From an optimization exercise on the open Yosys and OpenROAD flow, aimed at small area, a short achievable clock period and few clock cycles per item; shortcuts taken in it are not production practice. In this exercise RTL edits were held to simulation tests only and were not proved equivalent to the original. No activity file was given, so power comes from the tool's default toggle rates.

==> flow/design.v, too long to show whole: its modules and the start of the top module <==
// module pdfi_front: 48 lines
// module pdfi_queue: 34 lines
// module pdfi_vlane: 328 lines
// module pdfi_tlane: 495 lines
// module pdfi_resolve: 25 lines
// module pdfi_back: 64 lines
// module pvt_derating_factor_interpolator: 93 lines
module pvt_derating_factor_interpolator (
  input  logic                                clk,
  input  logic                                rst_n,
  input  logic                                in_valid,
  output logic                                in_ready,
  input  logic [pdfi_pkg::VOLT_W-1:0]         in_voltage_mv,
  input  logic signed [pdfi_pkg::TEMP_W-1:0]  in_temperature_decideg,
  input  logic [pdfi_pkg::CORNER_W-1:0]       in_process_corner,
  output logic                                out_valid,
  input  logic                                out_ready,
  output logic [pdfi_pkg::FACTOR_W-1:0]       out_voltage_factor,
  output logic [pdfi_pkg::FACTOR_W-1:0]       out_temperature_factor,
  output logic [pdfi_pkg::FACTOR_W-1:0]       out_process_factor,
  output logic                                out_voltage_ok,
  output logic                                out_temperature_ok,
  output logic                                out_process_ok
);
  // ...
==> flow/run.sh <==
#!/bin/bash
# synth_recipe.tcl (not shown) runs the flow's synth.tcl, then flattens the netlist and writes it again
# the make line also repeats each setting of config.mk as NAME=value (left out here)
make -C /OpenROAD-flow-scripts/flow DESIGN_CONFIG=/design/flow/config.mk WORK_HOME=/design/flow/orfs CLKGATE_MAP_FILE= SYNTH_SCRIPT=/design/flow/synth_recipe.tcl finish
==> flow/config.mk <==
export PLATFORM = sky130hd
export DESIGN_NAME = pvt_derating_factor_interpolator
export DESIGN_NICKNAME = pvt_derating_factor_interpolator
export VERILOG_FILES = /design/flow/design.v
export SDC_FILE = /design/flow/constraint.sdc
export NUM_CORES = 4
export LEC_CHECK = 0
export CAP_MARGIN = 20
export CORE_MARGIN = 2
export CORE_UTILIZATION = 40
export SLEW_MARGIN = 20
==> flow/constraint.sdc <==
create_clock -name core_clock -period 7.0 [get_ports {clk}]
set_input_delay 1.4000 -clock core_clock [delete_from_list [all_inputs] [get_ports {clk}]]
set_output_delay 1.4000 -clock core_clock [all_outputs]
set_load 0.01 [all_outputs]
==> key figures, run 1 <==
Final layout
  – Utilization after layout: a little under half
  – Clock-cell share: 2.36%
  – Commonest cells after routing, fill and taps aside: 145 x inv_1, 115 x nand2_1, 98 x edfxtp_1, 96 x fa_1, 91 x clkdlybuf4s50_1
  – Area of the multi-input gates: slightly below 0.008 mm2
  – Fillers: around 2900
  – Most common cell after layout, fill and taps aside: inv_1

Pwr
  – Clk network pwr share: between 10 and 15%
  – Seq. pwr: 1020 uW

Synthesis
  – Main synth FF type: edfxtp_1
  – FF+latch count, synth: 100
  – Compound-Gate Fraction of Synth Area: between 10% and 20%

Worst setup path
  – R2R setup slack: roughly 1.8 ns
  – Bufs and invs on worst path: 2
  – Crit path launch type: register
  – CP Capture Type: register
  – Critical R2R Launch: u_queue.tseg_q[6]

Clock network
  – CTS buffer count: 9
  – # hold bufs at CTS: 0
  – Max clock buf depth: 2
  – CTS tree: yes

Global routing
  – M2 GR Usage: 33.4%

Routing
  – DRC: 0
  – Via count: just over 10000

Floorplan
  – Total core area: between 0.02 and 0.03 mm2

STA
  – Final worst slack: roughly 1.8 ns
  – TNS Setup: 0 ns

Worst hold path
  – HP Class: register to register

Run status
  – Status: finished clean
Testbench counts, summed over its fixed seeds: cycles 16,016, items 16,000.
==> run 2, diff against run 1 <==
--- a/flow/config.mk
+++ b/flow/config.mk
@@ -10,2 +10,3 @@
 export CORE_UTILIZATION = 40
+export SETUP_SLACK_MARGIN = 3.5
 export SLEW_MARGIN = 20
==> key figures, run 2 <==
Synthesis
  – FF+latch count, synth: 100 (unchanged)
  – Area leader, netlist: edfxtp_1 (unchanged)
  – Yosys warns: 3 (unchanged)
  – Mapped Area: 0.0118 mm2 (unchanged)
  – Synth top area share: 24.9% (unchanged)
  – Synth Area per Inst: 8.91 um2 (unchanged)
  – Count leader, synth: inv_1 (unchanged)
  – Sequential area share after synthesis: 25.2% (unchanged)
  – Syn Inst Count: 1328 (unchanged)
  – Distinct cell type count after synthesis: 74 (unchanged)
  – Top post-synthesis cells by area: edfxtp_1 25%, fa_1 16%, ha_1 8.7%, inv_1 4.6%, nand2_1 3.7% (unchanged)
  – Number of enable flip-flop cells after synthesis: 98 (unchanged)
  – Ys async rst share: 0% (unchanged)
  – Main synth FF type: edfxtp_1 (unchanged)
  – Top cells by count, synth: 146 x inv_1, 116 x nand2_1, 98 x edfxtp_1 (unchanged)

STA
  – Unrepaired setup endpoints after global routing: yes (was no)
  – Slew HR: 32.6% (was 29.3%)
  – Tcrit/Tclk final: 65.2% (was 74.0%)
  – Slew Limit Fails: 0 (unchanged)
  – Min Tclk post-route: 4.57 ns (was 5.18 ns)
  – Final count of hold timing violations: 0 (unchanged)
  – Final setup violation count: 0 (unchanged)
  – Clock skew: 0.0225 ns (was 0.0106 ns)
  – Slew @ Worst Pin: 1.01 ns (was 1.05 ns)
  – TNS Setup: 0 ns (unchanged)
  – Max Freq: 0.219 GHz (was 0.193 GHz)

Final layout
  – Max reg flops: 21 (unchanged)
  – Syn-to-layout area delta: 34.2% (was 11.5%)
  – Inserted Diodes: 0 (unchanged)
  – Top flop regs: u_back.tls_r (21), u_back.vls_r (20), u_queue.tseg_q (18) (unchanged)
  – Commonest cells after routing, fill and taps aside: 169 x buf_4, 118 x inv_1, 108 x nand2_1, 98 x edfxtp_1, 73 x fa_1 (was 145 x inv_1, 115 x nand2_1, 98 x edfxtp_1, 96 x fa_1, 91 x clkdlybuf4s50_1)
  – Most flops, register: u_back.tls_r (unchanged)
  – Share of layout cells above drive strength 1: 31.8% (was 6.67%)
  – Most common cell after layout, fill and taps aside: buf_4 (was inv_1)
  – Layout net count: 1744 (was 1552)

Floorplan
  – Die width: 176 um (unchanged)
  – Initial Util: 40.9% (unchanged)
  – Die height: 176 um (unchanged)
  – Rows: 62 (unchanged)
  – DIE AREA: 0.0310 mm2 (unchanged)
  – Total core area: 0.0289 mm2 (unchanged)
  – Ports: 100 (unchanged)

Worst setup path
  – Critical path arrival: 4.79 ns (was 5.28 ns)
  – Crit-path most repeated cell: fa_1 (unchanged)
  – Largest stage delay, worst path: 0.60 ns (was 0.96 ns)
  – Slowest cell on crit path: or4_4 (was nor4_1)
  – Maximum fanout along the worst path: 4 (was 12)
  – Worst Path Required: 7.22 ns (was 7.11 ns)
  – Cell-by-cell trace of the critical path: or4_4 -> or3_4 -> or2_0 -> a32o_1 -> fa_1 -> inv_1 -> fa_1 -> inv_1 -> fa_1 -> ha_1 -> nand4_1 -> nor3_2 -> nand2_1 -> o21bai_1 (was nor4_1 -> nand4_1 -> a22o_1 -> fa_1 -> fa_1 -> inv_1 -> fa_1 -> inv_1 -> ha_1 -> a21o_1 -> a21oi_1 -> xnor2_1)
  – Crit path launch type: register (unchanged)
  – CP Capture Type: register (unchanged)
  – Worst Setup Path Type: register to register (unchanged)

Global routing
  – Grt total ovfl: 0 (unchanged)
  – First-pass GRT wire length: 60300 um (was 54700 um)
  – Number of global-route vias before repair: 11000 (was 9746)
  – Pin count of the biggest net entering global routing: 56 (unchanged)
  – GRT Overall Usage: 24.7% (was 22.3%)
  – Antenna violations before repair: 0 (unchanged)

Job
  – Max cap viols: 0 (unchanged)

Routing
  – Initial DRC count: 1128 (was 1274)
  – Via-to-Cell Ratio: 5.90 (was 5.89)
  – Post-DR wirelength/cell: 20.3 um (was 19.5 um)
  – ANT nets after route: 0 (unchanged)
  – DRC: 0 (unchanged)
  – Via count: 11400 (was 10200)
  – Post-Route WL: 39100 um (was 33800 um)
  – DR pass1 iterations: 6 (was 7)

Clock network
  – H-tree Lvls: 3 (unchanged)
  – # clock sinks: 100 (unchanged)
  – Clk latency of the worst-skew pair: 0.37 ns (was 0.36 ns)
  – CTS buffer count: 9 (unchanged)
  – CTS tree: yes (unchanged)
  – CTS Root Buffer Type: clkbuf_16 (unchanged)
  – Max clock buf depth: 2 (unchanged)
  – Clock Pin Slew Worst Setup and Hold Paths: 0.09 ns (was 0.07 ns)

Place
  – Post-DP HPWL: 25600 um (was 25500 um)
  – IO buf count: 91 (unchanged)
  – GP Congestion: 1.02 (was 1.00)

Run status
  – Status: finished clean (unchanged)

Pwr
  – Power Total: 4160 uW (was 3720 uW)
  – Power Dens Cells: 262 mW/mm2 (was 282 mW/mm2)
  – P_leak: 0.00737 uW (was 0.00601 uW)
  – VDD IR max: 0.152 mV (was 0.118 mV)

Worst hold path
  – HP Class: register to register (unchanged)
==> run 2: cell counts after synthesis <==
No cell type changed its count.
==> run 2: layout make-up <==
cell class              count  area [um2]
fillers                  2566       13100
multi-input cells         983        8940
flip-flops and latches    100        2980
repair buffers            297        2620
inverters                 146         548
well taps                 384         480
clock buffers               9         225
clock inverters             7        81.3
==> run 2: logic make-up after synthesis <==
logic type,synth area share [%]
compound gates,15.1
xor+xnor,2.81
fa+ha+maj,24.9
buf+inv,8.71
flops,25.2
mux,0.518
other cells,0.0317
simple gates,22.8
==> run 2: where the power goes <==
group,leakage [uW],switching (uW),internal (uW)
combinational,0.00610,1320,1290
sequential,0.00112,118,890
clock,0.000152,260,284
==> run 2: layer usage <==
| layer | wire length, um | vias to the layer above | track usage [%] |
|---|---|---|---|
| li1 | - | 5096 | - |
| met1 | 16200 | 5490 | 33.7 |
| met2 | 18100 | 642 | 40.0 |
| met3 | 3590 | 126 | 5.00 |
| met4 | 1270 | 0 | 7.20 |
| met5 | 0 | - | 0 |
==> run 2: final timing paths <==
kind	startpoint	cells after the start	to	slack, ns
setup reg to reg	u_queue.tseg_q[11]	14	u_back.tck_r	2.43
hold reg to reg	u_queue.corner_q[1]	0	u_back.corner_r[1]	0.43
setup / recovery	u_queue.tseg_q[11]	14	u_back.tck_r	2.43
hold / removal	u_queue.corner_q[1]	0	u_back.corner_r[1]	0.43
==> run 2: metrics by stage <==
step / util (%) / instance area (um2) / worst slack [ns] / instances / hold WS [ns]
finish: 54.9 / 15900 / 2.43 / 1926 / 0.427
global route: 54.9 / 15900 / 2.23 / 1926 / 0.443
CTS: 51.9 / 15000 / 2.47 / 1887 / 0.431
detailed placement: 45.0 / 13000 / 2.13 / 1720 / 0.412
global placement: 45.0 / 13000 / 2.15 / 1720 / 0.414
floorplan: - / 12000 / 2.60 / 1335 / 0.400
==> run 2: critical path: cells and delay by family, from the launching register on <==
family          cells  cell delay, ns
compound gates      2            0.41
flops               1            0.50
buf+inv             2            0.12
simple gates        6            1.63
fa+ha+maj           4            1.77
==> run 2: timing repair <==
item	CTS	global route
hold buffers	0	0
cloned	2	1
pin swaps	79	75
endpoints found under the setup margin	72	66
resized for setup	225	157
buffers inserted	149	38
==> run 3, diff against run 2 <==
--- a/flow/config.mk
+++ b/flow/config.mk
@@ -10,3 +10,3 @@
 export CORE_UTILIZATION = 40
-export SETUP_SLACK_MARGIN = 3.5
+export SETUP_SLACK_MARGIN = 2.5
 export SLEW_MARGIN = 20
==> key figures, run 3 <==
Run status
  – Status: finished clean (unchanged)

Worst setup path
  – Maximum fanout along the worst path: 4 (unchanged)
  – Crit path launch type: register (unchanged)
  – CP Capture Type: register (unchanged)
  – Worst Setup Path Type: register to register (unchanged)
  – Reg2reg path depth: 15 (was 14)
  – Worst Path Required: 7.10 ns (was 7.22 ns)
  – Critical path arrival: 4.69 ns (was 4.79 ns)

STA
  – Max Freq: 0.218 GHz (was 0.219 GHz)
  – Slew @ Worst Pin: 0.994 ns (was 1.01 ns)
  – Min Tclk post-route: 4.59 ns (was 4.57 ns)
  – Final setup violation count: 0 (unchanged)
  – Final worst slack: 2.41 ns (was 2.43 ns)
  – Slew Limit Fails: 0 (unchanged)
  – Clock skew: 0.0117 ns (was 0.0225 ns)
  – Slew HR: 33.7% (was 32.6%)
  – Tcrit/Tclk final: 65.5% (was 65.2%)
  – Unrepaired setup endpoints after global routing: yes (unchanged)
  – Final count of hold timing violations: 0 (unchanged)
  – TNS Setup: 0 ns (unchanged)

Clock network
  – Max clock buf depth: 2 (unchanged)
  – Clk latency of the worst-skew pair: 0.36 ns (was 0.37 ns)
  – CTS tree: yes (unchanged)
  – # hold bufs at CTS: 0 (unchanged)
  – CTS Root Buffer Type: clkbuf_16 (unchanged)
  – Clock Pin Slew Worst Setup and Hold Paths: 0.07 ns (was 0.09 ns)
  – # clock sinks: 100 (unchanged)
  – CTS buffer count: 9 (unchanged)
  – H-tree Lvls: 3 (unchanged)

Synthesis
  – Distinct cell type count after synthesis: 74 (unchanged)
  – Yosys warns: 3 (unchanged)
  – Syn Inst Count: 1328 (unchanged)
  – Synth top area share: 24.9% (unchanged)
  – Top post-synthesis cells by area: edfxtp_1 25%, fa_1 16%, ha_1 8.7%, inv_1 4.6%, nand2_1 3.7% (unchanged)
  – Number of enable flip-flop cells after synthesis: 98 (unchanged)
  – Synth Area per Inst: 8.91 um2 (unchanged)
  – Area leader, netlist: edfxtp_1 (unchanged)
  – Ys async rst share: 0% (unchanged)
  – Main synth FF type: edfxtp_1 (unchanged)
  – Top cells by count, synth: 146 x inv_1, 116 x nand2_1, 98 x edfxtp_1 (unchanged)
  – Count leader, synth: inv_1 (unchanged)
  – Mapped Area: 0.0118 mm2 (unchanged)
  – FF+latch count, synth: 100 (unchanged)
  – Sequential area share after synthesis: 25.2% (unchanged)

Routing
  – DRC: 0 (unchanged)
  – DR pass1 iterations: 6 (unchanged)
  – Initial DRC count: 1238 (was 1128)
  – Via count: 10700 (was 11400)
  – Post-Route WL: 36100 um (was 39100 um)
  – Via-to-Cell Ratio: 5.84 (was 5.90)
  – Post-DR wirelength/cell: 19.7 um (was 20.3 um)
  – ANT nets after route: 0 (unchanged)

Place
  – Placed cell areas: 0.0129 mm2 (was 0.0130 mm2)
  – GP Congestion: 1.00 (was 1.02)
  – Post-DP HPWL: 25500 um (was 25600 um)
  – IO buf count: 91 (unchanged)
  – DP Worst Slack: 1.99 ns (was 2.13 ns)

Final layout
  – Max reg flops: 21 (unchanged)
  – Commonest cells after routing, fill and taps aside: 136 x inv_1, 114 x nand2_1, 103 x buf_4, 98 x edfxtp_1, 90 x clkdlybuf4s50_1 (was 169 x buf_4, 118 x inv_1, 108 x nand2_1, 98 x edfxtp_1, 73 x fa_1)
  – Cell area after layout: 0.0144 mm2 (was 0.0159 mm2)
  – Layout net count: 1651 (was 1744)
  – Syn-to-layout area delta: 21.3% (was 34.2%)
  – Most flops, register: u_back.tls_r (unchanged)
  – Inserted Diodes: 0 (unchanged)
  – Most common cell after layout, fill and taps aside: inv_1 (was buf_4)
  – Top flop regs: u_back.tls_r (21), u_back.vls_r (20), u_queue.tseg_q (18) (unchanged)
  – Share of layout cells above drive strength 1: 17.6% (was 31.8%)

Floorplan
  – Initial Util: 40.9% (unchanged)
  – DIE AREA: 0.0310 mm2 (unchanged)
  – Die width: 176 um (unchanged)
  – Die height: 176 um (unchanged)
  – Rows: 62 (unchanged)
  – Ports: 100 (unchanged)
  – Total core area: 0.0289 mm2 (unchanged)

Global routing
  – Antenna violations before repair: 0 (unchanged)
  – First-pass GRT wire length: 57100 um (was 60300 um)
  – Grt total ovfl: 0 (unchanged)
  – Pin count of the biggest net entering global routing: 56 (unchanged)
  – GRT Overall Usage: 23.3% (was 24.7%)
  – Number of global-route vias before repair: 10200 (was 11000)

Pwr
  – Sw frac: 39.9% (was 40.8%)
  – P_int: 2380 uW (was 2460 uW)
  – Seq pwr share: 25.4% (was 24.2%)
  – P_leak: 0.00662 uW (was 0.00737 uW)
  – Psw: 1580 uW (was 1700 uW)
  – VDD IR max: 0.117 mV (was 0.152 mV)
  – Portion of total power attributed to combinational logic: 61.3% (was 62.7%)
  – Clk network pwr share: 13.3% (was 13.1%)
  – Power Total: 3960 uW (was 4160 uW)
  – Power Dens Cells: 276 mW/mm2 (was 262 mW/mm2)

Worst hold path
  – HP Class: register to register (unchanged)
  – Hold Path Depth: 0 (unchanged)

Job
  – Max cap viols: 0 (unchanged)
==> run 3: timing repair <==
action | 4_1_cts | 5_1_grt
pin swaps | 15 | 42
buffers inserted | 68 | 31
gates resized for setup | 30 | 63
endpoints found under the setup margin | 17 | 28
cloned | 0 | 0
==> run 3: path summary, 6_finish.rpt <==
kind	from	to	slack, ns
setup / recovery	u_queue.tseg_q[8]	u_back.tck_r	2.41
hold / removal	u_queue.corner_q[1]	u_back.corner_r[1]	0.42
hold reg to reg	u_queue.corner_q[1]	u_back.corner_r[1]	0.42
setup reg to reg	u_queue.tseg_q[8]	u_back.tck_r	2.41
==> run 3: logic make-up (layout without fill, tap and decap cells) <==
kind of cell | Yosys count | after routing | synth area share [%]
AOI/OAI and AO/OA | 255 | 255 | 15.1
xor gates and xnor gates | 38 | 38 | 2.81
adders and majority gates | 178 | 178 | 24.9
buffers and inverters | 252 | 366 | 8.71
DFF | 100 | 100 | 25.2
muxes | 6 | 6 | 0.518
other | 1 | 8 | 0.0317
and+or+nand+nor | 498 | 498 | 22.8
==> run 3: cell type report <==
type / count / area (um2)
Sequential cell: 100 / 2980
Multi-Input combinational cell: 983 / 8230
Inverter: 146 / 548
Tap cell: 384 / 480
Fill cell: 2766 / 14600
Clock buffer: 10 / 239
Clock inverter: 6 / 72.6
Timing Repair Buffer: 204 / 1810
==> run 3: power groups by stage <==
| stage | registers [uW] | clock network (uW) | logic (uW) |
|---|---|---|---|
| after floorplan | 968 | 0 | 1520 |
| after global placement | 1030 | 0 | 2130 |
| after detailed placement | 1030 | 0 | 2180 |
| after CTS | 1010 | 541 | 2290 |
| after global routing | 1030 | 563 | 2750 |
| final | 1010 | 526 | 2430 |
==> run 3: worst max-delay path: stages (launching register included) <==
cell	delay, ns
edfxtp_1	0.41
buf_6	0.15
or4_4	0.53
or3_4	0.43
or2_0	0.21
a32o_1	0.27
fa_1	0.51
inv_1	0.06
fa_1	0.50
inv_1	0.06
fa_1	0.53
ha_4	0.22
a21o_1	0.15
nand3_1	0.07
o211ai_1	0.08
o21bai_1	0.16
==> run 3: layer usage <==
| metal | global-route usage, % | share of wire, % |
|---|---|---|
| met1 | 34.2 | 45 |
| met2 | 35.4 | 43 |
| met5 | 0 | 0 |
| met4 | 5.68 | 2.6 |
| met3 | 4.20 | 9.2 |
==> run 3: per-stage QoR <==
stage | util [%] | hold WS, ns | instances
6_report | 49.6 | 0.421 | 1833
5_1_grt | 49.6 | 0.446 | 1833
4_1_cts | 48.0 | 0.421 | 1802
3_5_place_dp | 44.5 | 0.405 | 1718
3_3_place_gp | 44.5 | 0.418 | 1718
2_1_floorplan | - | 0.400 | 1335

[what the ideal ports hide]
How much do the figures lean on ideal ports? The routed layouts below were timed once more, with nothing changed but the port constraints.
Step 1, drivers: a clkbuf_16 drives clk and a buf_2 each remaining input, both assumed.
Step 2 times the ports against the registers' clock, not the clock port: input delays grow and output delays shrink by t, the midpoint of the rising clock arrivals with the driver on.
Three values: ideal, step 1, step 2; two values: the first two.
run	t (ns)	setup slack, ns	worst setup path at the end	worst register clock-pin slew, ns	worst slew at a driven data input, ns
run 1	0.402	1.823 / 1.823 / 1.823	register to register	0.08 / 0.08	0.05
run 2	0.410	2.434 / 2.434 / 2.434	register to register	0.09 / 0.09	0.04
run 3	0.405	2.414 / 2.414 / 2.414	register to register	0.08 / 0.08	0.05
After both steps every run listed still meets setup and hold.
